This is an optimization exercise on Yosys and OpenROAD, whose aim is small area, a short achievable clock period and few clock cycles per item, not a production implementation. Where RTL was checked, it was by simulation tests only, not by an equivalence proof against the original. For run 1, only the layout was checked, not whether the RTL still works.

## flow/design.v (module list and top-level ports; edited modules follow where they fit)
// module best_disp_select: 3659 lines
// module bds_norm: 17 lines
// module bds_tab_n: 31 lines
// module bds_tab_d: 31 lines
module best_disp_select #(
    parameter int unsigned NPIX_LOG2 = 8
) (
    input  logic               clk,
    input  logic               rst,
    input  logic               frame_start,
    input  logic [10:0]        fsum,
    input  logic               valid,
    input  logic               last,
    input  logic [13:0]        g2sum,
    input  logic [10:0]        gsum,
    input  logic [13:0]        fg,
    input  logic [5:0]         place,
    output logic               busy,
    output logic [5:0]         best_place,
    output logic               best_valid,
    output logic               done,
    output logic               overrun
);
  // ...
==> flow/flow/run.sh <==
#!/bin/bash
set -euo pipefail
bash standard.sh SETUP_SLACK_MARGIN=6.5 "CTS_ARGS=-sink_clustering_enable -repair_clock_nets -dont_use_dummy_load" finish > make.log 2>&1
==> flow/standard.sh <==
#!/bin/bash
# synth_recipe.tcl (not shown) runs the flow's synth.tcl, then flattens the netlist and writes it again
# the make line also repeats each setting of config.mk as NAME=value (left out here)
make -C /OpenROAD-flow-scripts/flow DESIGN_CONFIG=/design/flow/config.mk WORK_HOME=/design/flow/orfs CLKGATE_MAP_FILE= SYNTH_SCRIPT=/design/flow/synth_recipe.tcl "${@:-finish}"
==> flow/config.mk <==
export PLATFORM = sky130hd
export DESIGN_NAME = best_disp_select
export DESIGN_NICKNAME = best_disp_select
export VERILOG_FILES = /design/flow/design.v
export SDC_FILE = /design/flow/constraint.sdc
export NUM_CORES = 4
export LEC_CHECK = 0
export CAP_MARGIN = 20
export CORE_MARGIN = 2
export CORE_UTILIZATION = 40
export SLEW_MARGIN = 20
==> flow/constraint.sdc <==
create_clock -name core_clock -period 12.0 [get_ports {clk}]
set_input_delay 2.4000 -clock core_clock [delete_from_list [all_inputs] [get_ports {clk}]]
set_output_delay 2.4000 -clock core_clock [all_outputs]
set_load 0.01 [all_outputs]
==> results.toml, run 1 <==
[global_route]
grt_util_met2 = 0.281
antenna_found_initial = 0
overflow = 0
use_met3 = 0.0199

[floorplan]
start_util = 0.402
num_io_pins = 71
rows = 113
core_area_sq_um = 94600

[yosys]
synth_top_area_frac = 0.351
synth_area_sq_um = 38000
synth_top_family_by_area = "adder cells"

[cells_and_area]
inverters_excl_clock = 497

[timing]
drv_slew = 0
rsz0062_at_grt = "yes"
setup_slack_ns = 6.53
min_period_ns = 5.47
finalSetupTns_ns = 0

[drt]
routed_wl_mm = 83.9
final_antenna_net_count = 0
vias = 25500

[cts]
clock-root-buffer = "clkbuf_16"
cts_made_buffers = 60

[worst_setup_path]
crit_start = "r0_gsum[3]"
crit_path_start_kind = "flip-flop"

[status]
outcome = "no timing/DRC/antenna violations"
==> run 2: changes to the inputs <==
--- a/flow/design.v
+++ b/flow/design.v
@@ -2076,224 +2076,28 @@
     assign w_ks_p5[22] = w_ks_p4[22] & w_ks_p4[6];
     assign w_ks_g5[23] = w_ks_g4[23] | (w_ks_p4[23] & w_ks_g4[7]);
     assign w_ks_p5[23] = w_ks_p4[23] & w_ks_p4[7];
     assign w_ks_g5[24] = w_ks_g4[24] | (w_ks_p4[24] & w_ks_g4[8]);
     assign w_ks_p5[24] = w_ks_p4[24] & w_ks_p4[8];
     logic [24:0] w_ks;
     assign w_ks = w_ks_p0 ^ {w_ks_g5[23:0], 1'b0};
     assign w_k = w_ks;
-    logic cdl_t1;
-    logic cdl_t2;
-    logic cdl_t3;
-    logic cdl_t4;
-    logic cdl_t5;
-    logic cdl_t6;
-    logic cdl_t7;
-    logic cdl_t8;
-    logic cdl_t9;
-    logic cdl_t10;
-    logic cdl_t11;
-    logic cdl_t12;
-    logic cdl_t13;
-    logic cdl_t14;
-    logic cdl_t15;
-    logic cdl_t16;
-    logic cdl_t17;
-    logic cdl_t18;
-    logic cdl_t19;
-    logic cdl_t20;
-    logic cdl_t21;
-    logic cdl_t22;
-    logic cdl_t23;
-    logic cdl_t24;
-    logic cdl_t25;
-    logic cdl_t26;
-    logic cdl_t27;
-    logic cdl_t28;
-    logic cdl_t29;
-    logic cdl_t30;
-    logic cdl_t31;
-    logic cdl_t32;
-    logic cdl_t33;
-    logic cdl_t34;
-    logic cdl_t35;
-    logic cdl_t36;
-    logic cdl_t37;
-    logic cdl_t38;
-    logic cdl_t39;
-    logic cdl_t40;
-    logic cdl_t41;
-    logic cdl_t42;
-    logic cdl_t43;
-    logic cdl_t44;
-    logic cdl_t45;
-    logic cdl_t46;
-    logic cdl_t47;
-    logic cdl_t48;
-    logic cdl_t49;
-    logic cdl_t50;
-    logic cdl_t51;
-    logic cdl_t52;
-    logic cdl_t53;
-    logic cdl_t54;
-    logic cdl_t55;
-    logic cdl_t56;
-    logic cdl_t57;
-    logic cdl_t58;
-    logic cdl_t59;
-    logic cdl_t60;
-    logic cdl_t61;
-    logic cdl_t62;
-    logic cdl_t63;
-    logic cdl_t64;
-    logic cdl_t65;
-    logic cdl_t66;
-    logic cdl_t67;
-    logic cdl_t68;
-    logic cdl_t69;
-    logic cdl_t70;
-    logic cdl_t71;
-    logic cdl_t72;
-    logic cdl_t73;
-    logic cdl_t74;
-    logic cdl_t75;
-    logic cdl_t76;
-    logic cdl_t77;
-    logic cdl_t78;
-    logic cdl_t79;
-    logic cdl_t80;
-    logic cdl_t81;
-    logic cdl_t82;
-    logic cdl_t83;
-    logic cdl_t84;
-    logic cdl_t85;
-    logic cdl_t86;
-    logic cdl_t87;
-    logic cdl_t88;
-    logic cdl_t89;
-    logic cdl_t90;
-    logic cdl_t91;
-    logic cdl_t92;
-    logic cdl_t93;
-    logic cdl_t94;
-    logic cdl_t95;
-    logic cdl_t96;
-    logic cdl_t97;
-    logic cdl_t98;
-    logic cdl_t99;
-    logic cdl_t100;
-    assign cdl_t1 = rf_ka[0] ^ rf_kb[0];
-    assign cdl_t2 = rf_ka[0] & rf_kb[0];
-    assign cdl_t3 = rf_ka[1] ^ rf_kb[1];
-    assign cdl_t4 = rf_ka[1] & rf_kb[1];
-    assign cdl_t5 = rf_ka[2] ^ rf_kb[2];
-    assign cdl_t6 = rf_ka[2] & rf_kb[2];
-    assign cdl_t7 = rf_ka[3] ^ rf_kb[3];
-    assign cdl_t8 = rf_ka[3] & rf_kb[3];
-    assign cdl_t9 = rf_ka[4] ^ rf_kb[4];
-    assign cdl_t10 = rf_ka[4] & rf_kb[4];
-    assign cdl_t11 = rf_ka[5] ^ rf_kb[5];
-    assign cdl_t12 = rf_ka[5] & rf_kb[5];
-    assign cdl_t13 = rf_ka[6] ^ rf_kb[6];
-    assign cdl_t14 = rf_ka[6] & rf_kb[6];
-    assign cdl_t15 = rf_ka[7] ^ rf_kb[7];
-    assign cdl_t16 = rf_ka[7] & rf_kb[7];
-    assign cdl_t17 = rf_ka[8] ^ rf_kb[8];
-    assign cdl_t18 = rf_ka[8] & rf_kb[8];
-    assign cdl_t19 = rf_ka[9] ^ rf_kb[9];
-    assign cdl_t20 = rf_ka[9] & rf_kb[9];
-    assign cdl_t21 = rf_ka[10] ^ rf_kb[10];
-    assign cdl_t22 = rf_ka[10] & rf_kb[10];
-    assign cdl_t23 = rf_ka[11] ^ rf_kb[11];
-    assign cdl_t24 = rf_ka[11] & rf_kb[11];
-    assign cdl_t25 = rf_ka[12] ^ rf_kb[12];
-    assign cdl_t26 = rf_ka[12] & rf_kb[12];
-    assign cdl_t27 = rf_ka[13] ^ rf_kb[13];
-    assign cdl_t28 = rf_ka[13] & rf_kb[13];
-    assign cdl_t29 = rf_ka[14] ^ rf_kb[14];
-    assign cdl_t30 = rf_ka[14] & rf_kb[14];
-    assign cdl_t31 = rf_ka[15] ^ rf_kb[15];
-    assign cdl_t32 = rf_ka[15] & rf_kb[15];
-    assign cdl_t33 = rf_ka[16] ^ rf_kb[16];
-    assign cdl_t34 = rf_ka[16] & rf_kb[16];
-    assign cdl_t35 = rf_ka[17] ^ rf_kb[17];
-    assign cdl_t36 = rf_ka[17] & rf_kb[17];
-    assign cdl_t37 = rf_ka[18] ^ rf_kb[18];
-    assign cdl_t38 = rf_ka[18] & rf_kb[18];
-    assign cdl_t39 = rf_ka[19] ^ rf_kb[19];
-    assign cdl_t40 = rf_ka[19] & rf_kb[19];
-    assign cdl_t41 = rf_ka[20] ^ rf_kb[20];
-    assign cdl_t42 = rf_ka[20] & rf_kb[20];
-    assign cdl_t43 = rf_ka[21] ^ rf_kb[21];
-    assign cdl_t44 = rf_ka[21] & rf_kb[21];
-    assign cdl_t45 = rf_ka[22] ^ rf_kb[22];
-    assign cdl_t46 = rf_ka[22] & rf_kb[22];
-    assign cdl_t47 = rf_ka[23] ^ rf_kb[23];
-    assign cdl_t48 = rf_ka[23] & rf_kb[23];
-    assign cdl_t49 = rf_ka[24] ^ rf_kb[24];
-    assign cdl_t50 = rf_ka[24] & rf_kb[24];
-    assign cdl_t51 = cdl_t1 ^ ~r_bk[0];
-    assign cdl_t52 = cdl_t1 & ~r_bk[0];
-    assign cdl_t53 = cdl_t2 ^ cdl_t3 ^ ~r_bk[1];
-    assign cdl_t54 = (cdl_t2 & cdl_t3) | (cdl_t2 & ~r_bk[1]) | (cdl_t3 & ~r_bk[1]);
-    assign cdl_t55 = cdl_t4 ^ cdl_t5 ^ ~r_bk[2];
-    assign cdl_t56 = (cdl_t4 & cdl_t5) | (cdl_t4 & ~r_bk[2]) | (cdl_t5 & ~r_bk[2]);
-    assign cdl_t57 = cdl_t6 ^ cdl_t7 ^ ~r_bk[3];
-    assign cdl_t58 = (cdl_t6 & cdl_t7) | (cdl_t6 & ~r_bk[3]) | (cdl_t7 & ~r_bk[3]);
-    assign cdl_t59 = cdl_t8 ^ cdl_t9 ^ ~r_bk[4];
-    assign cdl_t60 = (cdl_t8 & cdl_t9) | (cdl_t8 & ~r_bk[4]) | (cdl_t9 & ~r_bk[4]);
-    assign cdl_t61 = cdl_t10 ^ cdl_t11 ^ ~r_bk[5];
-    assign cdl_t62 = (cdl_t10 & cdl_t11) | (cdl_t10 & ~r_bk[5]) | (cdl_t11 & ~r_bk[5]);
-    assign cdl_t63 = cdl_t12 ^ cdl_t13 ^ ~r_bk[6];
-    assign cdl_t64 = (cdl_t12 & cdl_t13) | (cdl_t12 & ~r_bk[6]) | (cdl_t13 & ~r_bk[6]);
-    assign cdl_t65 = cdl_t14 ^ cdl_t15 ^ ~r_bk[7];
-    assign cdl_t66 = (cdl_t14 & cdl_t15) | (cdl_t14 & ~r_bk[7]) | (cdl_t15 & ~r_bk[7]);
-    assign cdl_t67 = cdl_t16 ^ cdl_t17 ^ ~r_bk[8];
-    assign cdl_t68 = (cdl_t16 & cdl_t17) | (cdl_t16 & ~r_bk[8]) | (cdl_t17 & ~r_bk[8]);
-    assign cdl_t69 = cdl_t18 ^ cdl_t19 ^ ~r_bk[9];
-    assign cdl_t70 = (cdl_t18 & cdl_t19) | (cdl_t18 & ~r_bk[9]) | (cdl_t19 & ~r_bk[9]);
-    assign cdl_t71 = cdl_t20 ^ cdl_t21 ^ ~r_bk[10];
-    assign cdl_t72 = (cdl_t20 & cdl_t21) | (cdl_t20 & ~r_bk[10]) | (cdl_t21 & ~r_bk[10]);
-    assign cdl_t73 = cdl_t22 ^ cdl_t23 ^ ~r_bk[11];
-    assign cdl_t74 = (cdl_t22 & cdl_t23) | (cdl_t22 & ~r_bk[11]) | (cdl_t23 & ~r_bk[11]);
-    assign cdl_t75 = cdl_t24 ^ cdl_t25 ^ ~r_bk[12];
-    assign cdl_t76 = (cdl_t24 & cdl_t25) | (cdl_t24 & ~r_bk[12]) | (cdl_t25 & ~r_bk[12]);
-    assign cdl_t77 = cdl_t26 ^ cdl_t27 ^ ~r_bk[13];
-    assign cdl_t78 = (cdl_t26 & cdl_t27) | (cdl_t26 & ~r_bk[13]) | (cdl_t27 & ~r_bk[13]);
-    assign cdl_t79 = cdl_t28 ^ cdl_t29 ^ ~r_bk[14];
-    assign cdl_t80 = (cdl_t28 & cdl_t29) | (cdl_t28 & ~r_bk[14]) | (cdl_t29 & ~r_bk[14]);
-    assign cdl_t81 = cdl_t30 ^ cdl_t31 ^ ~r_bk[15];
-    assign cdl_t82 = (cdl_t30 & cdl_t31) | (cdl_t30 & ~r_bk[15]) | (cdl_t31 & ~r_bk[15]);
-    assign cdl_t83 = cdl_t32 ^ cdl_t33 ^ ~r_bk[16];
-    assign cdl_t84 = (cdl_t32 & cdl_t33) | (cdl_t32 & ~r_bk[16]) | (cdl_t33 & ~r_bk[16]);
-    assign cdl_t85 = cdl_t34 ^ cdl_t35 ^ ~r_bk[17];
-    assign cdl_t86 = (cdl_t34 & cdl_t35) | (cdl_t34 & ~r_bk[17]) | (cdl_t35 & ~r_bk[17]);
-    assign cdl_t87 = cdl_t36 ^ cdl_t37 ^ ~r_bk[18];
-    assign cdl_t88 = (cdl_t36 & cdl_t37) | (cdl_t36 & ~r_bk[18]) | (cdl_t37 & ~r_bk[18]);
-    assign cdl_t89 = cdl_t38 ^ cdl_t39 ^ ~r_bk[19];
-    assign cdl_t90 = (cdl_t38 & cdl_t39) | (cdl_t38 & ~r_bk[19]) | (cdl_t39 & ~r_bk[19]);
-    assign cdl_t91 = cdl_t40 ^ cdl_t41 ^ ~r_bk[20];
-    assign cdl_t92 = (cdl_t40 & cdl_t41) | (cdl_t40 & ~r_bk[20]) | (cdl_t41 & ~r_bk[20]);
-    assign cdl_t93 = cdl_t42 ^ cdl_t43 ^ ~r_bk[21];
-    assign cdl_t94 = (cdl_t42 & cdl_t43) | (cdl_t42 & ~r_bk[21]) | (cdl_t43 & ~r_bk[21]);
-    assign cdl_t95 = cdl_t44 ^ cdl_t45 ^ ~r_bk[22];
-    assign cdl_t96 = (cdl_t44 & cdl_t45) | (cdl_t44 & ~r_bk[22]) | (cdl_t45 & ~r_bk[22]);
-    assign cdl_t97 = cdl_t46 ^ cdl_t47 ^ ~r_bk[23];
-    assign cdl_t98 = (cdl_t46 & cdl_t47) | (cdl_t46 & ~r_bk[23]) | (cdl_t47 & ~r_bk[23]);
-    assign cdl_t99 = cdl_t48 ^ cdl_t49 ^ ~r_bk[24];
-    assign cdl_t100 = (cdl_t48 & cdl_t49) | (cdl_t48 & ~r_bk[24]) | (cdl_t49 & ~r_bk[24]);
-    logic [24:0] cdl_a;
-    logic [24:0] cdl_b;
-    assign cdl_a = {cdl_t98, cdl_t96, cdl_t94, cdl_t92, cdl_t90, cdl_t88, cdl_t86, cdl_t84, cdl_t82, cdl_t80, cdl_t78, cdl_t76, cdl_t74, cdl_t72, cdl_t70, cdl_t68, cdl_t66, cdl_t64, cdl_t62, cdl_t60, cdl_t58, cdl_t56, cdl_t54, cdl_t52, cdl_t51};
-    assign cdl_b = {cdl_t99, cdl_t97, cdl_t95, cdl_t93, cdl_t91, cdl_t89, cdl_t87, cdl_t85, cdl_t83, cdl_t81, cdl_t79, cdl_t77, cdl_t75, cdl_t73, cdl_t71, cdl_t69, cdl_t67, cdl_t65, cdl_t63, cdl_t61, cdl_t59, cdl_t57, cdl_t55, cdl_t53, 1'b1};
+    logic [24:0] w_nbk;
+    assign w_nbk = ~r_bk;
+    logic [24:0] cdl_s;
+    logic [24:0] cdl_c;
+    assign cdl_s = rf_ka ^ rf_kb ^ w_nbk;
+    assign cdl_c = {((rf_ka[23:0] & rf_kb[23:0]) | (rf_ka[23:0] & w_nbk[23:0]) | (rf_kb[23:0] & w_nbk[23:0])), 1'b0};
     logic [24:0] w_dls_g0;
     logic [24:0] w_dls_p0;
-    assign w_dls_g0 = cdl_a & cdl_b;
-    assign w_dls_p0 = cdl_a ^ cdl_b;
+    logic [24:0] w_dls_x;
+    assign w_dls_x = cdl_s ^ cdl_c;
+    assign w_dls_p0 = w_dls_x;
+    assign w_dls_g0 = (cdl_s & cdl_c) | {24'b0, w_dls_x[0]};
     logic [24:0] w_dls_g1;
     logic [24:0] w_dls_p1;
     assign w_dls_g1[0] = w_dls_g0[0];
     assign w_dls_p1[0] = w_dls_p0[0];
     assign w_dls_g1[1] = w_dls_g0[1] | (w_dls_p0[1] & w_dls_g0[0]);
     assign w_dls_p1[1] = w_dls_p0[1] & w_dls_p0[0];
     assign w_dls_g1[2] = w_dls_g0[2] | (w_dls_p0[2] & w_dls_g0[1]);
     assign w_dls_p1[2] = w_dls_p0[2] & w_dls_p0[1];
@@ -2545,17 +2349,17 @@
     assign w_dls_p5[21] = w_dls_p4[21] & w_dls_p4[5];
     assign w_dls_g5[22] = w_dls_g4[22] | (w_dls_p4[22] & w_dls_g4[6]);
     assign w_dls_p5[22] = w_dls_p4[22] & w_dls_p4[6];
     assign w_dls_g5[23] = w_dls_g4[23] | (w_dls_p4[23] & w_dls_g4[7]);
     assign w_dls_p5[23] = w_dls_p4[23] & w_dls_p4[7];
     assign w_dls_g5[24] = w_dls_g4[24] | (w_dls_p4[24] & w_dls_g4[8]);
     assign w_dls_p5[24] = w_dls_p4[24] & w_dls_p4[8];
     logic [24:0] w_dls;
-    assign w_dls = w_dls_p0 ^ {w_dls_g5[23:0], 1'b0};
+    assign w_dls = w_dls_x ^ {w_dls_g5[23:0], 1'b1};
     logic signed [24:0] w_d;
     assign w_d = w_dls;
     logic        w_go;
     logic        w_win;
     logic        w_amb;
     assign w_go    = rf_v && !r_busy;
     assign w_win   = rf_elig && (!r_bvalid || (w_d >= 25'sd320));
     assign w_amb   = rf_elig && r_bvalid && (w_d > -25'sd320) && (w_d < 25'sd320);
==> flow/flow/run.sh (replaced) <==
#!/bin/bash
set -euo pipefail
bash standard.sh SETUP_SLACK_MARGIN=7.0 "CTS_ARGS=-sink_clustering_enable -repair_clock_nets -dont_use_dummy_load" finish > make.log 2>&1
==> flow/config.mk (replaced) <==
export PLATFORM = sky130hd
export DESIGN_NAME = best_disp_select
export DESIGN_NICKNAME = best_disp_select
export VERILOG_FILES = /design/flow/design.v
export SDC_FILE = /design/flow/constraint.sdc
export NUM_CORES = 4
export LEC_CHECK = 0
export CAP_MARGIN = 20
export CORE_MARGIN = 2
export CORE_UTILIZATION = 55
export SLEW_MARGIN = 20
==> run 2 against run 1 <==
Non-clock buffer count rose by 22. Critical endpoint unchanged. Design area down 0.75%. Still clean on timing, DRC and antenna. Cell count is 6.5% lower. Largest cell class unchanged. Wire length increased by 9.3%.
==> results.toml, run 2 <==
[yosys]
yosys_warnings = 2
synth-async-reset-ratio = 0
ys_types = 90
yosysSeqAreaShare = 0.401
synth.avg_cell_area_sq_um = 10.2
synthTopCellsByCount = "inv_1, edfxtp_1, nand2_1"
synth_area_leaders = "edfxtp_1, fa_1, ha_1"
synth_area_sq_um = 37900
yosysMostFrequentCell = "inv_1"
synth_cells = 3710
yosys_register_bits = 536
synth_top_area_frac = 0.352
yosysTopAreaCell = "edfxtp_1"
syn-num-nets = 4272
synth_ff_type = "edfxtp_1"
synth_edf_count = 444

[timing]
rsz0062_at_grt = "yes"
finalSetupTns_ns = 0
finalCritPeriodShare = 0.434
worst_slew_pin_slew_ns = 1.12
hold_violations = 0
max_slew_margin = 0.256
clock.fmax_mhz = 192
clock_skew_ns = 0.0859
drv_slew = 0
finalSetupViolCount = 0
min_period_ns = 5.21
setup_slack_ns = 6.79

[placed_design]
dp.cells = 4541
globalplace.congestion = 0.912
portBuffers = 70
place_hpwl_mm = 67.2
place_worst_setup_slack_ns = 5.75

[cts]
holdBufCountCts = 0
cts.reportedPaths.clkPinSlew_ns = 0.06
cts_tree = "yes"
cts_made_buffers = 57
clock-root-buffer = "clkbuf_16"
ctsLongestPathBuffers = 3
clk_latency_ns = 0.64
h-tree-depth = 2
clock-sinks = 536

[job]
maxCapViolations = 0

[floorplan]
rows = 96
fp.dieH_um = 266
dieArea_sq_um = 71000
start_util = 0.554
die_w_um = 266
num_io_pins = 71
core_area_sq_um = 68300

[cells_and_area]
antenna_cells = 0
utilization = 0.612
layout.cells.non_filler = 4662
area_growth_pct = 10.4
layout_commonest_cell = "inv_1"
drive_gt1_frac = 0.0762
nets = 4344
final_cell_mix = "inv_1, edfxtp_1, nand2_1"
largestRegisters = "r_bk (25), s_k (25)"

[global_route]
first_global_vias = 27500
antenna_found_initial = 1
grt_usage = 0.261
overflow = 0
grt_max_degree = 155
grt_pass1_wl_mm = 147

[drt]
firstDrtPassIters = 6
drc = 0
drt_iter0_markers = 2088
routed_wl_mm = 91.7
vias = 27200
final_antenna_net_count = 0
wl_per_cell_um = 19.7
avgViaCountPerCell = 5.84

[worst_setup_path]
worstPathRequired_ns = 12.32
critPathKind = "flip-flop to flip-flop"
worst-path-max-fanout = 6
r2r_slack_ns = 6.79
r2r_cells = 20
r2r_end = "r1_num[16]"
reg2reg_from = "r0_gsum[1]"
end_kind = "flip-flop"
arrival_ns = 5.53
crit_path_start_kind = "flip-flop"

[min_path]
min_from = "rn_den[2]"
hold_path.class = "flip-flop to flip-flop"
hold_end = "rf_den[2]"
min_path_cells = 0

[status]
outcome = "no timing/DRC/antenna violations"
-- run 2: worst max-delay path, stage by stage, from the launching register on --
cell      delay (ns)
edfxtp_1        0.43
buf_12          0.17
or3_4           0.34
o21ai_4         0.11
buf_6           0.14
buf_4           0.09
a22oi_1         0.06
xnor2_1         0.23
fa_1            0.46
fa_1            0.54
inv_1           0.05
fa_1            0.58
ha_4            0.25
and3_1          0.15
a21oi_1         0.11
o21ai_1         0.10
o41a_1          0.42
a211o_1         0.33
buf_4           0.14
buf_6           0.10
xor2_1          0.13
-- run 2: metrics by stage --
stage | cell area (sq um) | hold slack [ns]
finish | 41800 | 0.354
CTS | 41400 | 0.366
floorplan | 38000 | 0.400
detailed placement | 39400 | 0.405
global route | 41800 | 0.373
global placement | 39400 | 0.402
-- run 2: kinds of logic (layout without fill, tap and decap cells) --
family                   after synthesis  in the layout  synth area share
adder cells (fa/ha/maj)              501            501             0.212
AND/OR/NAND/NOR                     1134           1134             0.143
buffers and inverters                608            678            0.0611
flip-flops                           536            536             0.401
AO/OA/AOI/OAI                        696            696             0.122
XOR/XNOR                             159            159            0.0368
multiplexers                          76             76            0.0248
-- run 2: area by class of cell --
cell class | count | area (sq um)
Inverter | 471 | 1790
Sequential cell | 536 | 15200
Fill cell | 5599 | 26500
Timing Repair Buffer | 150 | 1560
Multi-Input combinational cell | 2566 | 20800
Clock buffer | 57 | 1430
Tap cell | 882 | 1100
-- run 2: repair_timing --
| item | CTS | global route |
|---|---|---|
| resized for setup | 52 | 43 |
| setup buffers | 41 | 17 |
| cloned | 2 | 3 |
| pin swaps | 31 | 32 |
| endpoints found under the hold margin | 0 | 0 |
| setup endpoints to repair | 154 | 162 |
-- run 2: how the worst max path moves through the flow --
| stage | startpoint | to | slack, ns | depth (start not counted) |
|---|---|---|---|---|
| after CTS | r0_gsum[1] | r1_num[21] | 6.79 | 20 |
| after global placement | r0_gsum[3] | r1_num[21] | 5.84 | 20 |
| after detailed placement | r0_gsum[3] | r1_num[21] | 5.75 | 19 |
| final | r0_gsum[1] | r1_num[16] | 6.79 | 20 |
| after floorplan | r0_gsum[3] | r1_num[21] | 6.83 | 21 |
| after global routing | r0_gsum[1] | r1_num[18] | 6.62 | 20 |
-- run 2: layer usage --
layer,track usage,part of all wire
met4,0.0826,0.029
met1,0.363,0.45
met5,0,0
met2,0.425,0.47
met3,0.0348,0.053
Testbench counts of run 2, summed over its fixed seeds: cycles 10,366, items 9,296.
==> run 3: changes to the inputs <==
--- a/flow/config.mk
+++ b/flow/config.mk
@@ -7,5 +7,6 @@
 export LEC_CHECK = 0
 export CAP_MARGIN = 20
 export CORE_MARGIN = 2
-export CORE_UTILIZATION = 55
+export CORE_UTILIZATION = 40
+export CTS_BUF_LIST = sky130_fd_sc_hd__clkbuf_4
 export SLEW_MARGIN = 20
==> run 3 against run 2 <==
Via count is 3.3% lower. Fmax rose by 1.8%. Worst setup slack improved by 0.091 ns. Count of clock-buffer cells in the layout up 9. Register-to-register slack better by 0.09 ns. Non-clock buffer count down 1. Critical endpoint is now r1_num[18].
==> results.toml, run 3 <==
[cells_and_area]
layout_commonest_cell = "inv_1"
area_growth_pct = 12.3
largestRegisters = "r_bk (25), s_k (25)"
antenna_cells = 0
drive_gt1_frac = 0.0789
nets = 4355
num-fill-cells = 8901
final_cell_mix = "inv_1, edfxtp_1, nand2_1"
utilization = 0.454
postLayoutCellArea_sq_um = 42500

[drt]
drc = 0
final_antenna_net_count = 0
routed_wl_mm = 88.1
wl_per_cell_um = 17.5
avgViaCountPerCell = 5.22
drt_iter0_markers = 1668
firstDrtPassIters = 7
vias = 26300

[placed_design]
place_hpwl_mm = 64.0
portBuffers = 70
postPlaceCellArea_sq_um = 39900
globalplace.congestion = 0.891

[timing]
finalCritPeriodShare = 0.427
drv_slew = 0
worst_slew_pin_slew_ns = 0.988
max_slew_margin = 0.341
hold_violations = 0
clock.fmax_mhz = 195
min_period_ns = 5.12
rsz0062_at_grt = "yes"
clock_skew_ns = 0.0451
finalSetupViolCount = 0
finalSetupTns_ns = 0

[yosys]
ys_types = 90
synth.avg_cell_area_sq_um = 10.2
synth_ff_type = "edfxtp_1"
synth_area_sq_um = 37900
synth_cells = 3710
syn-num-nets = 4272
synth-async-reset-ratio = 0
yosys_register_bits = 536
yosysTopAreaCell = "edfxtp_1"
yosysMostFrequentCell = "inv_1"
synthTopCellsByCount = "inv_1, edfxtp_1, nand2_1"
yosysSeqAreaShare = 0.401
yosys_warnings = 2
synth_top_area_frac = 0.352
synth_area_leaders = "edfxtp_1, fa_1, ha_1"
synth_edf_count = 444

[worst_setup_path]
worstPathRequired_ns = 12.32
cp_slowest_stage_delay_ns = 0.52
r2r_end = "r1_num[18]"
r2r_cells = 20
end_kind = "flip-flop"
reg2reg_from = "r0_gsum[1]"
crit_path_start_kind = "flip-flop"
arrival_ns = 5.45
cp_slowest_cell = "fa_1"
worst-path-max-fanout = 5
path_common_cell = "fa_1"
critPathKind = "flip-flop to flip-flop"
r2r_slack_ns = 6.88
cp_cell_sequence = "buf_12 > or3_4 > o21ai_4 > buf_6 > a22oi_2 > xnor2_2 > fa_1 > inv_1 > fa_1 > fa_1 > inv_1 > fa_1 > ha_4 > or2_4 > o31a_1 > o41a_1 > a211o_1 > a21o_1 > a21oi_2 > xnor2_1"

[status]
outcome = "no timing/DRC/antenna violations"

[global_route]
antenna_found_initial = 0
overflow = 0
grt_usage = 0.181
first_global_vias = 26200
grt_max_degree = 78
grt_pass1_wl_mm = 142

[min_path]
min_from = "rn_place[1]"
hold_path.class = "flip-flop to flip-flop"
hold_end = "rf_place[1]"
min_path_cells = 0

[floorplan]
start_util = 0.405
rows = 112
num_io_pins = 71
die_w_um = 312
dieArea_sq_um = 97200
core_area_sq_um = 93600
fp.dieH_um = 312

[job]
maxCapViolations = 0

[cts]
ctsLongestPathBuffers = 3
cts_made_buffers = 66
cts_tree = "yes"
clock-root-buffer = "clkbuf_16"
cts.reportedPaths.clkPinSlew_ns = 0.06
holdBufCountCts = 0
clk_latency_ns = 0.62
h-tree-depth = 3
clock-sinks = 536
## run 3: cell types whose count changed in the layout (fill, tap and decap cells not counted), sizes merged
cell      before  now
inv          465  466
bufbuf         1    2
clkbuf        60   66
nand2        418  421
clkinvlp       3    2
buf           76   77
## run 3: routing by layer
layer / wire, um / vias up / global-route usage
met5: 0 / - / 0
met4: 2430 / 0 / 0.0549
met3: 3720 / 133 / 0.0228
met2: 40900 / 606 / 0.294
met1: 41000 / 12600 / 0.251
li1: - / 13000 / -
## run 3: critical path, delay by kind of cell (launching register included)
kind	cells	cell delay, ns
and+or+nand+nor	2	0.57
DFF	1	0.42
adders and majority gates	5	2.17
buffers and inverters	4	0.39
AOI/OAI and AO/OA	7	1.06
xor gates and xnor gates	2	0.24
## run 3: worst max path at each step
stage,startpoint,endpoint,cells past startpoint
after floorplan,r0_gsum[3],r1_num[21],21
after global placement,r0_gsum[3],r1_num[21],20
after detailed placement,r0_gsum[3],r1_num[21],20
after CTS,r0_gsum[1],r1_num[21],20
after global routing,r0_gsum[3],r1_num[21],21
final,r0_gsum[1],r1_num[18],20
## run 3: cell type report
cell class,instances,area (sq um),area share
inverter,471,1790,0.0420
timing repair buffer,149,1460,0.0343
clock buffer,66,1650,0.0388
multi-input combinational,2569,20900,0.491
sequential,536,15200,0.357
tap,1254,1570,0.0369
## run 3: cell families after synthesis
| group | after synthesis | synth area share |
|---|---|---|
| xor+xnor | 159 | 0.0368 |
| fa+ha+maj | 501 | 0.212 |
| simple gates | 1134 | 0.143 |
| mux | 76 | 0.0248 |
| compound gates | 696 | 0.122 |
| buf+inv | 608 | 0.0611 |
| flops | 536 | 0.401 |
## run 3: repair_timing
action | CTS | global route
resized for setup | 45 | 50
cloned | 3 | 2
pin swaps | 15 | 35
hold endpoints to repair | 0 | 0
setup endpoints to repair | 148 | 153
buffers inserted | 36 | 18
## run 3: metrics by stage
step | cells | setup WS (ns) | hold WS, ns
4_1_cts | 5025 | 6.86 | 0.401
6_report | 5045 | 6.88 | 0.402
5_1_grt | 5045 | 6.67 | 0.406
3_3_place_gp | 4920 | 5.86 | 0.401
2_1_floorplan | 3710 | 6.83 | 0.400
3_5_place_dp | 4920 | 5.78 | 0.405
==> run 4: changes to the inputs <==
--- a/flow/config.mk
+++ b/flow/config.mk
@@ -8,5 +8,5 @@
 export CAP_MARGIN = 20
 export CORE_MARGIN = 2
 export CORE_UTILIZATION = 40
-export CTS_BUF_LIST = sky130_fd_sc_hd__clkbuf_4
+export CTS_BUF_LIST = sky130_fd_sc_hd__clkbuf_8
 export SLEW_MARGIN = 20
==> run 4 against run 3 <==
Worst setup slack stayed put. Still clean on timing, DRC and antenna. Non-clock buffer count stayed put. Largest cell class unchanged. Critical path depth stayed put. Critical endpoint unchanged.
==> results.toml, run 4 <==
[status]
outcome = "no timing/DRC/antenna violations"

[global_route]
grt_pass1_wl_mm = 142
grt_max_degree = 78
grt.busiest_layer = "met2"
overflow = 0
antenna_found_initial = 0
first_global_vias = 26200
grt_util_met2 = 0.294
grt_util_met1 = 0.251
grt_usage = 0.181
use_met3 = 0.0228

[worst_setup_path]
critPathKind = "flip-flop to flip-flop"
worst-path-max-fanout = 5
crit_path_start_kind = "flip-flop"
r2r_slack_ns = 6.88
worstPathRequired_ns = 12.32
arrival_ns = 5.45
end_kind = "flip-flop"

[timing]
setup_slack_ns = 6.88
finalSetupTns_ns = 0
clock.fmax_mhz = 195
finalSetupViolCount = 0
clock_skew_ns = 0.0451
rsz0062_at_grt = "yes"
drv_slew = 0
worst_slew_pin_slew_ns = 0.988
min_period_ns = 5.12
hold_violations = 0
finalCritPeriodShare = 0.427
max_slew_margin = 0.341

[yosys]
yosysMostFrequentCell = "inv_1"
synth_edf_count = 444
synthTopCellsByCount = "inv_1, edfxtp_1, nand2_1"
yosysTopAreaCell = "edfxtp_1"
synth_top_area_frac = 0.352
synth_ff_type = "edfxtp_1"
yosysSeqAreaShare = 0.401
synth-async-reset-ratio = 0
yosys_register_bits = 536
yosys_warnings = 2
ys_types = 90
synth_area_sq_um = 37900
synth_area_leaders = "edfxtp_1, fa_1, ha_1"
synth_cells = 3710
syn-num-nets = 4272
synth.avg_cell_area_sq_um = 10.2

[cts]
clk_latency_ns = 0.62
holdBufCountCts = 0
cts.reportedPaths.clkPinSlew_ns = 0.06
cts_made_buffers = 66
clock-root-buffer = "clkbuf_16"
clock-sinks = 536
ctsLongestPathBuffers = 3
cts_tree = "yes"
h-tree-depth = 3

[placed_design]
postPlaceCellArea_sq_um = 39900
portBuffers = 70
globalplace.congestion = 0.891
place_hpwl_mm = 64.0
place_worst_setup_slack_ns = 5.78

[floorplan]
fp.dieH_um = 312
start_util = 0.405
num_io_pins = 71
die_w_um = 312
dieArea_sq_um = 97200
core_area_sq_um = 93600
rows = 112

[drt]
routed_wl_mm = 88.1
final_antenna_net_count = 0
avgViaCountPerCell = 5.22
vias = 26300
firstDrtPassIters = 7
drt_iter0_markers = 1668
drc = 0
wl_per_cell_um = 17.5

[cells_and_area]
num-fill-cells = 8901
final_cell_mix = "inv_1, edfxtp_1, nand2_1"
antenna_cells = 0
area_growth_pct = 12.3
nets = 4355
largestRegisters = "r_bk (25), s_k (25)"
postLayoutCellArea_sq_um = 42500
drive_gt1_frac = 0.0789
layout_commonest_cell = "inv_1"

[job]
maxCapViolations = 0

[min_path]
hold_path.class = "flip-flop to flip-flop"
run 4: cell counts after synthesis:
Identical to the previous run, type by type.
run 4: final timing paths:
kind | from | endpoint | depth (start not counted)
max | r0_gsum[1] | r1_num[18] | 20
min reg2reg | rn_place[1] | rf_place[1] | 0
min | rn_place[1] | rf_place[1] | 0
max reg2reg | r0_gsum[1] | r1_num[18] | 20
run 4: repair_timing:
item / in CTS / in global routing
pin swaps: 15 / 35
buffers inserted: 36 / 18
setup endpoints to repair: 148 / 153
gates resized for setup: 45 / 50
cloned: 3 / 2
run 4: worst max-delay path: stages (launching register included):
cell	delay, ns
edfxtp_1	0.42
buf_12	0.16
or3_4	0.34
o21ai_4	0.10
buf_6	0.13
a22oi_2	0.06
xnor2_2	0.17
fa_1	0.50
inv_1	0.05
fa_1	0.45
fa_1	0.49
inv_1	0.05
fa_1	0.52
ha_4	0.21
or2_4	0.23
o31a_1	0.10
o41a_1	0.15
a211o_1	0.35
a21o_1	0.18
a21oi_2	0.12
xnor2_1	0.07
run 4: cells by family after synthesis:
group                    synth area share
AND/OR/NAND/NOR                     0.143
buffers and inverters              0.0611
multiplexers                       0.0248
XOR/XNOR                           0.0368
AO/OA/AOI/OAI                       0.122
adder cells (fa/ha/maj)             0.212
flip-flops                          0.401
run 4: cell type report:
cell class / count / area, sq um / area share
multi-input cells: 2569 / 20900 / 0.491
flip-flops and latches: 536 / 15200 / 0.357
inverters: 471 / 1790 / 0.0420
clock buffers: 66 / 1650 / 0.0388
well taps: 1254 / 1570 / 0.0369
repair buffers: 149 / 1460 / 0.0343
run 4: stage by stage:
step,instances,hold slack (ns),util
finish,5045,0.402,0.454
floorplan,3710,0.400,-
detailed placement,4920,0.405,0.426
CTS,5025,0.401,0.450
global placement,4920,0.401,0.426
global route,5045,0.406,0.454
run 4: layer usage:
metal	vias to the layer above	share of wire	wire, um
met5	-	0	0
met3	133	0.042	3720
met2	606	0.46	40900
li1	13000	-	-
met1	12600	0.47	41000
met4	0	0.028	2430
==> run 5: changes to the inputs <==
--- a/flow/config.mk
+++ b/flow/config.mk
@@ -8,5 +8,4 @@
 export CAP_MARGIN = 20
 export CORE_MARGIN = 2
 export CORE_UTILIZATION = 40
-export CTS_BUF_LIST = sky130_fd_sc_hd__clkbuf_8
 export SLEW_MARGIN = 20
==> run 5 against run 4 <==
Still clean. Synthesized cell count unchanged. Design area unchanged. Die area unchanged. Clock skew unchanged. Count of clock-buffer cells in the layout unchanged. Worst hold slack unchanged. Global-route usage unchanged. Largest cell class unchanged.
==> results.toml, run 5 <==
[cts]
cts_tree = "yes"
clock-sinks = 536
cts_made_buffers = 66
clock-root-buffer = "clkbuf_16"
cts.reportedPaths.clkPinSlew_ns = 0.06
clk_latency_ns = 0.62
h-tree-depth = 3
ctsLongestPathBuffers = 3
holdBufCountCts = 0

[timing]
finalSetupViolCount = 0
worst_slew_pin_slew_ns = 0.988
finalCritPeriodShare = 0.427
rsz0062_at_grt = "yes"
whs_ns = 0.402
clock.fmax_mhz = 195
finalSetupTns_ns = 0
hold_violations = 0
clock_skew_ns = 0.0451
min_period_ns = 5.12
max_slew_margin = 0.341
drv_slew = 0

[worst_setup_path]
path_common_cell = "fa_1"
critical_path_buf_inv_count = 4
worst-path-max-fanout = 5
crit_path_start_kind = "flip-flop"
cp_cell_sequence = "buf_12 > or3_4 > o21ai_4 > buf_6 > a22oi_2 > xnor2_2 > fa_1 > inv_1 > fa_1 > fa_1 > inv_1 > fa_1 > ha_4 > or2_4 > o31a_1 > o41a_1 > a211o_1 > a21o_1 > a21oi_2 > xnor2_1"
end_kind = "flip-flop"
r2r_slack_ns = 6.88
worstPathRequired_ns = 12.32
cp_slowest_stage_delay_ns = 0.52
arrival_ns = 5.45
cp_top_family = "adder cells"
critPathKind = "flip-flop to flip-flop"
cp_slowest_cell = "fa_1"

[drt]
final_antenna_net_count = 0
firstDrtPassIters = 7
drc = 0
drt_iter0_markers = 1668
avgViaCountPerCell = 5.22
routed_wl_mm = 88.1
vias = 26300
wl_per_cell_um = 17.5

[yosys]
synth_area_sq_um = 37900
ys_types = 90
synthTopCellsByCount = "inv_1, edfxtp_1, nand2_1"
yosys_warnings = 2
yosysSeqAreaShare = 0.401
yosysMostFrequentCell = "inv_1"
synth.avg_cell_area_sq_um = 10.2
synth_ff_type = "edfxtp_1"
synth_adder_area_share = 0.212
synth-compound-area-share = 0.122
synth_edf_count = 444
synth-async-reset-ratio = 0
synth_top_family_by_area = "adder cells"
synthXorXnorAreaFrac = 0.0368
syn-num-nets = 4272
synth_area_leaders = "edfxtp_1, fa_1, ha_1"
synth_top_area_frac = 0.352
yosys_register_bits = 536
synthMuxAreaShare = 0.0248
yosysTopAreaCell = "edfxtp_1"
synthSimpleGateAreaFrac = 0.143
synth_cells = 3710

[cells_and_area]
nets = 4355
layout.cells.non_filler = 5045
layout_commonest_cell = "inv_1"
final_cell_mix = "inv_1, edfxtp_1, nand2_1"
antenna_cells = 0
utilization = 0.454
area_growth_pct = 12.3
largestRegisters = "r_bk (25), s_k (25)"
drive_gt1_frac = 0.0789

[status]
outcome = "no timing/DRC/antenna violations"

[global_route]
grt_pass1_wl_mm = 142
grt_usage = 0.181
overflow = 0
first_global_vias = 26200
antenna_found_initial = 0
grt_max_degree = 78

[job]
maxCapViolations = 0

[placed_design]
globalplace.congestion = 0.891
dp.cells = 4920
portBuffers = 70
place_hpwl_mm = 64.0

[floorplan]
fp.dieH_um = 312
rows = 112
die_w_um = 312
core_area_sq_um = 93600
num_io_pins = 71
dieArea_sq_um = 97200
start_util = 0.405

[min_path]
hold_path.class = "flip-flop to flip-flop"
-- run 5: path summary, 6_finish.rpt --
kind,start,end,cells past startpoint
setup reg to reg,r0_gsum[1],r1_num[18],20
setup / recovery,r0_gsum[1],r1_num[18],20
hold reg to reg,rn_place[1],rf_place[1],0
hold / removal,rn_place[1],rf_place[1],0
-- run 5: area by class of cell --
type                    instances  area [sq um]
flip-flops and latches        536         15200
multi-input cells            2569         20900
clock buffers                  66          1650
inverters                     471          1790
fillers                      8901         51100
repair buffers                149          1460
well taps                    1254          1570
-- run 5: routing by layer --
metal  global-route usage  share of wire  vias to the layer above
met3               0.0228          0.042                      133
met5                    0              0                        -
met2                0.294           0.46                      606
met4               0.0549          0.028                        0
met1                0.251           0.47                    12600
li1                     -              -                    13000
-- run 5: cell families after synthesis --
| kind of cell | after synthesis |
|---|---|
| muxes | 76 |
| DFF | 536 |
| buffers and inverters | 608 |
| adders and majority gates | 501 |
| xor gates and xnor gates | 159 |
| and+or+nand+nor | 1134 |
| AOI/OAI and AO/OA | 696 |
-- run 5: timing repair --
| item | 4_1_cts | 5_1_grt |
|---|---|---|
| buffers inserted | 36 | 18 |
| gates cloned | 3 | 2 |
| endpoints found under the setup margin | 148 | 153 |
| pin swaps | 15 | 35 |
| gates resized for setup | 45 | 50 |
-- run 5: metrics by stage --
stage                     area, sq um  setup WS (ns)
final                           42500           6.88
after global routing            42500           6.67
after CTS                       42100           6.86
after detailed placement        39900           5.78
after global placement          39900           5.86
after floorplan                 38000           6.83
==> run 6: changes to the inputs <==
==> flow/flow/run.sh (replaced) <==
#!/bin/bash
set -euo pipefail
bash standard.sh SETUP_SLACK_MARGIN=7.25 "CTS_ARGS=-sink_clustering_enable -repair_clock_nets -dont_use_dummy_load" finish > make.log 2>&1
==> run 6 against run 5 <==
Cell count rose by 0.24%. Synthesized area did not move. Clock skew rose by 0.0080 ns. Sequential share of layout area fell by 0.12 points. Largest cell class unchanged.
==> results.toml, run 6 <==
[global_route]
grt_usage = 0.181
antenna_found_initial = 0
grt_max_degree = 170
overflow = 0
first_global_vias = 26000
grt_pass1_wl_mm = 143

[floorplan]
die_w_um = 312
dieArea_sq_um = 97200
fp.dieH_um = 312
core_area_sq_um = 93600
rows = 112
start_util = 0.405
num_io_pins = 71

[cells_and_area]
drive_gt1_frac = 0.0836
layout_commonest_cell = "inv_1"
final_cell_mix = "inv_1, edfxtp_1, nand2_1"
antenna_cells = 0
nets = 4367
num-fill-cells = 8853
largestRegisters = "r_bk (25), s_k (25)"
area_growth_pct = 12.7
layout.cells.non_filler = 5057

[yosys]
synth_area_sq_um = 37900
synthSimpleGateAreaFrac = 0.143
yosys_register_bits = 536
synth_ff_type = "edfxtp_1"
syn-num-nets = 4272
synth_top_area_frac = 0.352
synth-async-reset-ratio = 0
synthXorXnorAreaFrac = 0.0368
ys_types = 90
synth_top_family_by_area = "adder cells"
synth-compound-area-share = 0.122
synthMuxAreaShare = 0.0248
yosys_warnings = 2
synth_adder_area_share = 0.212
yosysSeqAreaShare = 0.401
yosysMostFrequentCell = "inv_1"
synth_edf_count = 444
synth_area_leaders = "edfxtp_1, fa_1, ha_1"
synth_cells = 3710
synthTopCellsByCount = "inv_1, edfxtp_1, nand2_1"
synth.avg_cell_area_sq_um = 10.2
yosysTopAreaCell = "edfxtp_1"

[timing]
drv_slew = 0
min_period_ns = 5.16
rsz0062_at_grt = "yes"
hold_violations = 0
whs_ns = 0.382
worst_slew_pin_slew_ns = 1.09
clock.fmax_mhz = 194
setup_slack_ns = 6.84
finalSetupTns_ns = 0
clock_skew_ns = 0.0531
finalCritPeriodShare = 0.430
max_slew_margin = 0.277
finalSetupViolCount = 0

[drt]
drc = 0
firstDrtPassIters = 5
final_antenna_net_count = 0
vias = 26500
wl_per_cell_um = 17.5
drt_iter0_markers = 1876
avgViaCountPerCell = 5.24
routed_wl_mm = 88.5

[worst_setup_path]
path_common_cell = "fa_1"
worstPathRequired_ns = 12.38
crit_path_start_kind = "flip-flop"
critPathKind = "flip-flop to flip-flop"
reg2reg_from = "r0_gsum[1]"
cp_slowest_cell = "fa_1"
worst-path-max-fanout = 4
cp_top_family = "adder cells"
arrival_ns = 5.53
critical_path_buf_inv_count = 4
end_kind = "flip-flop"
cp_slowest_stage_delay_ns = 0.54
crit_start = "r0_gsum[1]"
cp_cell_sequence = "buf_12 > or3_4 > o21ai_4 > buf_6 > a22oi_2 > xnor2_2 > fa_1 > inv_1 > fa_1 > fa_1 > inv_1 > fa_1 > ha_4 > or2_4 > o31a_1 > o41a_1 > a211o_1 > a21o_1 > a21oi_2 > xnor2_1"

[cts]
cts.reportedPaths.clkPinSlew_ns = 0.06
clock-sinks = 536
h-tree-depth = 2
clk_latency_ns = 0.66
ctsLongestPathBuffers = 3
cts_tree = "yes"
cts_made_buffers = 61
clock-root-buffer = "clkbuf_16"

[placed_design]
place_hpwl_mm = 63.8
portBuffers = 70
globalplace.congestion = 0.912
place_worst_setup_slack_ns = 5.70
dp.cells = 4917

[min_path]
min_from = "rn_num[15]"
hold_path.class = "flip-flop to flip-flop"

[status]
outcome = "no timing/DRC/antenna violations"

[job]
maxCapViolations = 0
[run 6: cell counts after synthesis]
Identical to the previous run, type by type.
[run 6: area by class of cell]
type | count | area, sq um | share of cell area
Clock buffer | 61 | 1530 | 0.0358
Inverter | 471 | 1800 | 0.0421
Multi-Input combinational cell | 2567 | 20900 | 0.489
Sequential cell | 536 | 15200 | 0.356
Tap cell | 1254 | 1570 | 0.0368
Timing Repair Buffer | 168 | 1740 | 0.0408
[run 6: timing repair]
item | in CTS | in global routing
buffers inserted | 51 | 19
pin swaps | 16 | 20
gates resized for setup | 60 | 39
endpoints found under the setup margin | 168 | 177
cloned | 4 | 5
hold buffers | 0 | 0
[run 6: worst register-to-register path, cell delays in order (launching register included)]
cell      delay (ns)
edfxtp_1        0.43
buf_12          0.17
or3_4           0.34
o21ai_4         0.10
buf_6           0.13
a22oi_2         0.06
xnor2_2         0.17
fa_1            0.50
inv_1           0.05
fa_1            0.45
fa_1            0.49
inv_1           0.05
fa_1            0.55
ha_4            0.22
or2_4           0.23
o31a_1          0.10
o41a_1          0.15
a211o_1         0.32
a21o_1          0.18
a21oi_2         0.14
xnor2_1         0.08
[run 6: path summary, 6_finish.rpt]
| kind | slack (ns) | cells past startpoint | endpoint |
|---|---|---|---|
| max | 6.84 | 20 | r1_num[18] |
| min | 0.38 | 0 | rf_num[15] |
| max reg2reg | 6.84 | 20 | r1_num[18] |
| min reg2reg | 0.38 | 0 | rf_num[15] |
[run 6: metal layers]
metal,track usage,vias to the layer above,wire length [um]
met4,0.0446,0,2150
met1,0.255,12800,41500
met2,0.298,611,41200
li1,-,13000,-
met5,0,-,0
met3,0.0218,124,3680
[run 6: stage by stage]
step / cell area [sq um] / util
final: 42700 / 0.456
after detailed placement: 39900 / 0.426
after global routing: 42700 / 0.456
after CTS: 42300 / 0.451
after global placement: 39900 / 0.426
after floorplan: 38100 / -
[run 6: cell families (layout without fill, tap and decap cells)]
kind of cell / count (synthesis) / after routing
simple gates: 1134 / 1135
compound gates: 696 / 696
buf+inv: 608 / 700
flops: 536 / 536
fa+ha+maj: 501 / 501
xor+xnor: 159 / 159
mux: 76 / 76
==> run 7: changes to the inputs <==
==> flow/flow/run.sh (replaced) <==
#!/bin/bash
set -euo pipefail
bash standard.sh SETUP_SLACK_MARGIN=7.0 "CTS_ARGS=-sink_clustering_enable -repair_clock_nets -dont_use_dummy_load -buf_list sky130_fd_sc_hd__clkbuf_8" finish > make.log 2>&1
==> run 7 against run 6 <==
Via count shrank 0.54%. Critical endpoint unchanged. Cell count increased by 0.49%. Register-to-register slack lost 0.06 ns.
==> results.toml, run 7 <==
[timing]
clock_skew_ns = 0.0875
worst_slew_pin_slew_ns = 0.982
finalSetupViolCount = 0
setup_slack_ns = 6.78
drv_slew = 0
clock.fmax_mhz = 192
max_slew_margin = 0.345
finalCritPeriodShare = 0.435
rsz0062_at_grt = "yes"
hold_violations = 0
min_period_ns = 5.22
finalSetupTns_ns = 0

[yosys]
yosysTopAreaCell = "edfxtp_1"
yosys_register_bits = 536
synth_area_sq_um = 37900
synth_area_leaders = "edfxtp_1, fa_1, ha_1"
synth.avg_cell_area_sq_um = 10.2
synth_ff_type = "edfxtp_1"
synthTopCellsByCount = "inv_1, edfxtp_1, nand2_1"
yosys_warnings = 2
syn-num-nets = 4272
yosysSeqAreaShare = 0.401
synth_top_area_frac = 0.352
synth-async-reset-ratio = 0
ys_types = 90
synth_edf_count = 444
yosysMostFrequentCell = "inv_1"
synth_cells = 3710

[global_route]
grt_max_degree = 78
first_global_vias = 26400
antenna_found_initial = 1
grt_usage = 0.180
grt_pass1_wl_mm = 142
overflow = 0

[placed_design]
place_hpwl_mm = 64.0
portBuffers = 70
postPlaceCellArea_sq_um = 39900
globalplace.congestion = 0.891
place_worst_setup_slack_ns = 5.78
dp.cells = 4920

[worst_setup_path]
reg2reg_from = "r0_gsum[1]"
crit_path_start_kind = "flip-flop"
arrival_ns = 5.61
r2r_end = "r1_num[18]"
worstPathRequired_ns = 12.40
critPathKind = "flip-flop to flip-flop"
r2r_cells = 22
critical_path.endpoint = "r1_num[18]"
crit_start = "r0_gsum[1]"
end_kind = "flip-flop"
worst-path-max-fanout = 4
r2r_slack_ns = 6.78

[floorplan]
die_w_um = 312
fp.dieH_um = 312
num_io_pins = 71
core_area_sq_um = 93600
dieArea_sq_um = 97200
start_util = 0.405
rows = 112

[cts]
ctsLongestPathBuffers = 3
h-tree-depth = 3
clock-sinks = 536
cts_tree = "yes"
cts.reportedPaths.clkPinSlew_ns = 0.06
clock-root-buffer = "clkbuf_8"
holdBufCountCts = 0
clk_latency_ns = 0.73
cts_made_buffers = 96

[job]
maxCapViolations = 0

[drt]
firstDrtPassIters = 7
vias = 26400
final_antenna_net_count = 0
wl_per_cell_um = 17.3
routed_wl_mm = 88.0
avgViaCountPerCell = 5.19
drt_iter0_markers = 1533
drc = 0

[cells_and_area]
area_growth_pct = 11.7
largestRegisters = "r_bk (25), s_k (25)"
layout_commonest_cell = "inv_1"
nets = 4391
postLayoutCellArea_sq_um = 42300
final_cell_mix = "inv_1, edfxtp_1, nand2_1"
drive_gt1_frac = 0.0917
layout.cells.non_filler = 5082

[min_path]
hold_path.class = "flip-flop to flip-flop"

[status]
outcome = "no timing/DRC/antenna violations"
## run 7: changes by cell type in the layout (fill, tap and decap cells not counted), sizes merged
cell      delta
buf          -9
clkbuf      +31
clkinv       +1
clkinvlp     -2
diode        +1
inv          +1
nand2        +3
nor2b        -1
## run 7: cell type report
class,instances,area [sq um]
inverters,471,1790
repair buffers,155,1520
multi-input cells,2569,20900
flip-flops and latches,536,15200
clock buffers,96,1320
diodes,1,2.50
fillers,8932,51300
well taps,1254,1570
## run 7: worst min-delay path by stage
stage / from / to / slack [ns] / cells after the start
after global routing: rn_num[15] / rf_num[15] / 0.36 / 0
after detailed placement: rn_den[1] / rf_den[1] / 0.40 / 0
after CTS: rn_den[11] / rf_den[11] / 0.35 / 0
after global placement: rn_den[14] / rf_den[14] / 0.40 / 0
final: rn_den[11] / rf_den[11] / 0.35 / 0
after floorplan: r0_last / r1_last / 0.40 / 0
## run 7: worst max-delay path, stage by stage (launching register included)
cell      delay (ns)
edfxtp_1        0.43
buf_12          0.16
or3_4           0.33
o21ai_4         0.11
buf_6           0.13
buf_6           0.08
buf_6           0.10
buf_6           0.10
a22oi_2         0.06
xnor2_2         0.19
fa_1            0.56
fa_1            0.44
fa_1            0.53
inv_2           0.04
ha_4            0.21
and3_4          0.17
a21oi_2         0.11
o21ai_2         0.09
o41a_1          0.38
a211o_1         0.31
a21o_1          0.20
a21oi_2         0.14
xnor2_1         0.08
## run 7: cells by family (layout without fill, tap and decap cells)
logic type,count (synthesis),in the layout,synth area share
buf+inv,608,722,0.0611
fa+ha+maj,501,501,0.212
mux,76,76,0.0248
simple gates,1134,1137,0.143
compound gates,696,696,0.122
flops,536,536,0.401
other cells,0,1,0
xor+xnor,159,159,0.0368
## run 7: repair_timing
action | in CTS | in global routing
pin swaps | 26 | 34
buffers inserted | 43 | 17
resized for setup | 57 | 58
cloned | 3 | 2
endpoints found under the setup margin | 149 | 124
## run 7: layer usage
metal | GRT usage | wire length, um | part of all wire
met1 | 0.250 | 41400 | 0.47
met2 | 0.292 | 40900 | 0.46
met3 | 0.0250 | 3540 | 0.040
met4 | 0.0549 | 2240 | 0.025
met5 | 0 | 0 | 0
## run 7: through the flow
stage,utilization,hold slack [ns]
3_5_place_dp,0.426,0.405
5_1_grt,0.452,0.365
4_1_cts,0.447,0.351
3_3_place_gp,0.426,0.401
2_1_floorplan,-,0.400
6_report,0.452,0.354
==> run 8: changes to the inputs <==
==> flow/flow/run.sh (replaced) <==
#!/bin/bash
set -euo pipefail
bash standard.sh SETUP_SLACK_MARGIN=7.0 SETUP_MOVE_SEQUENCE=unbuffer,sizeup,swap,clone "CTS_ARGS=-sink_clustering_enable -repair_clock_nets -dont_use_dummy_load -buf_list sky130_fd_sc_hd__clkbuf_4" finish > make.log 2>&1
==> run 8 against run 7 <==
Count of clock-buffer cells in the layout increased by 54. Fmax down 11%. Critical path depth shrank 2. Register-to-register slack lost 0.67 ns. Die area unchanged. Sequential cell count unchanged. Highest routed layer unchanged. Design area is 1.5% lower. Synthesized area unchanged. First-iteration DRC count grew 1.5%. Cell count is 0.20% higher.
==> results.toml, run 8 <==
[status]
outcome = "no timing/DRC/antenna violations"

[drt]
firstDrtPassIters = 5
wl_per_cell_um = 17.5
drc = 0
final_antenna_net_count = 0
routed_wl_mm = 89.1
drt_iter0_markers = 1556
avgViaCountPerCell = 5.22
vias = 26600

[timing]
hold_violations = 0
max_slew_margin = 0.344
whs_ns = 0.391
setup_slack_ns = 6.11
worst_slew_pin_slew_ns = 0.985
finalCritPeriodShare = 0.491
rsz0062_at_grt = "yes"
clock_skew_ns = 0.116
clock.fmax_mhz = 170
drv_slew = 0
finalSetupViolCount = 0
finalSetupTns_ns = 0
min_period_ns = 5.89

[yosys]
synth_top_family_by_area = "adder cells"
yosysMostFrequentCell = "inv_1"
synthTopCellsByCount = "inv_1, edfxtp_1, nand2_1"
synthSimpleGateAreaFrac = 0.143
yosysTopAreaCell = "edfxtp_1"
synth_area_sq_um = 37900
synth_top_area_frac = 0.352
synth_cells = 3710
synthMuxAreaShare = 0.0248
synth_edf_count = 444
synth_ff_type = "edfxtp_1"
yosys_register_bits = 536
synth-compound-area-share = 0.122
synthXorXnorAreaFrac = 0.0368
ys_types = 90
yosys_warnings = 2
synth.avg_cell_area_sq_um = 10.2
synth_adder_area_share = 0.212
syn-num-nets = 4272
synth_area_leaders = "edfxtp_1, fa_1, ha_1"
yosysSeqAreaShare = 0.401
synth-async-reset-ratio = 0

[job]
maxCapViolations = 0

[floorplan]
core_area_sq_um = 93600
dieArea_sq_um = 97200
num_io_pins = 71
fp.dieH_um = 312
rows = 112
die_w_um = 312
start_util = 0.405

[global_route]
grt_max_degree = 78
grt_usage = 0.182
grt_pass1_wl_mm = 142
overflow = 0
first_global_vias = 26600
antenna_found_initial = 2

[cts]
clock-root-buffer = "clkbuf_4"
ctsLongestPathBuffers = 3
cts.reportedPaths.clkPinSlew_ns = 0.06
cts_made_buffers = 150
post-cts-setup-buffers = 0
h-tree-depth = 4
cts_tree = "yes"
holdBufCountCts = 0
clock-sinks = 536
clk_latency_ns = 1.01

[worst_setup_path]
worstPathRequired_ns = 12.70
arrival_ns = 6.59
r2r_slack_ns = 6.11
end_kind = "flip-flop"
critPathKind = "flip-flop to flip-flop"
crit_path_start_kind = "flip-flop"
worst-path-max-fanout = 19

[cells_and_area]
nets = 4399
largestRegisters = "r_bk (25), s_k (25)"
drive_gt1_frac = 0.0894
layout_commonest_cell = "inv_1"
final_cell_mix = "inv_1, edfxtp_1, nand2_1"
area_growth_pct = 10.0

[placed_design]
place_worst_setup_slack_ns = 5.78
place_hpwl_mm = 64.0
portBuffers = 70
globalplace.congestion = 0.891

[min_path]
hold_path.class = "flip-flop to flip-flop"
run 8: cells by family (layout without fill, tap and decap cells):
logic type | after synthesis | count (layout)
buf+inv | 608 | 726
mux | 76 | 76
simple gates | 1134 | 1139
xor+xnor | 159 | 159
compound gates | 696 | 698
other cells | 0 | 3
fa+ha+maj | 501 | 501
flops | 536 | 536
run 8: layout make-up:
class	count	area [sq um]
multi-input combinational	2573	20900
clock buffer	150	1130
inverter	471	1790
timing repair buffer	102	1080
antenna	3	7.51
sequential	536	15200
tap	1254	1570
fill	9032	51900
timing repair inverter	3	17.5
run 8: path summary, 6_finish.rpt:
check | depth (start not counted) | to | start
worst min register to register | 0 | rf_den[17] | rn_den[17]
worst min-delay path | 0 | rf_den[17] | rn_den[17]
worst max register to register | 20 | r1_num[21] | r0_gsum[5]
worst max-delay path | 20 | r1_num[21] | r0_gsum[5]
run 8: routing by layer:
metal	vias to the layer above	routed length, um	global-route usage
li1	13100	-	-
met5	-	0	0
met3	163	4220	0.0351
met2	623	41000	0.289
met1	12700	41500	0.249
met4	0	2300	0.0592
run 8: what timing repair did:
| item | in CTS | in global routing |
|---|---|---|
| gates resized for setup | 29 | 56 |
| gates cloned | 7 | 12 |
| pin swaps | 14 | 42 |
| endpoints found under the setup margin | 148 | 158 |
run 8: critical path: stages (launching register included):
cell and delay, ns:
edfxtp_1 0.97, clkinvlp_4 0.51, nor2_4 0.27, o2bb2ai_4 0.19, a21oi_2 0.09, xnor2_1 0.15
ha_1 0.31, inv_2 0.05, fa_2 0.56, fa_1 0.42, fa_1 0.50, inv_2 0.04
ha_4 0.29, and3_4 0.17, o211ai_1 0.11, a31o_2 0.26, o21ba_4 0.24, o21bai_4 0.15
a21o_1 0.12, a21oi_1 0.07, xnor2_1 0.14
run 8: metrics by stage:
step            util  cells  instance area (sq um)
2_1_floorplan      -   3710                  38000
6_report       0.445   5092                  41700
5_1_grt        0.445   5092                  41700
3_5_place_dp   0.426   4920                  39900
3_3_place_gp   0.426   4920                  39900
4_1_cts        0.441   5077                  41200

[static timing again, ports no longer ideal]
The results above use ideal ports. As a check the final layouts listed here were re-extracted and re-timed, cells and wires unchanged.
Step 1, drivers: a clkbuf_16 drives clk and a buf_2 each remaining input, both assumed.
Step 2 times the ports against the registers' clock, not the clock port: input delays grow and output delays shrink by t, the midpoint of the rising clock arrivals with the driver on.
Three values: ideal, step 1, step 2; two values: the first two.
run	t (ns)	slack for setup (ns)	worst setup path at the end	slew at the worst register clock pin (ns)	worst data-port slew with drivers (ns)
run 1	0.694	6.535 / 6.535 / 6.535	register to register	0.06 / 0.06	0.05
run 2	0.660	6.787 / 6.787 / 6.787	register to register	0.06 / 0.06	0.05
run 3	0.655	6.878 / 6.878 / 6.878	register to register	0.06 / 0.06	0.06
run 4	0.655	6.878 / 6.878 / 6.878	register to register	0.06 / 0.06	0.06
run 5	0.655	6.878 / 6.878 / 6.878	register to register	0.06 / 0.06	0.06
run 6	0.702	6.843 / 6.843 / 6.843	register to register	0.07 / 0.07	0.08
run 7	0.746	6.784 / 6.784 / 6.784	register to register	0.06 / 0.06	0.06
run 8	1.010	6.109 / 6.109 / 6.109	register to register	0.07 / 0.07	0.06
After both steps every run listed still meets setup and hold.
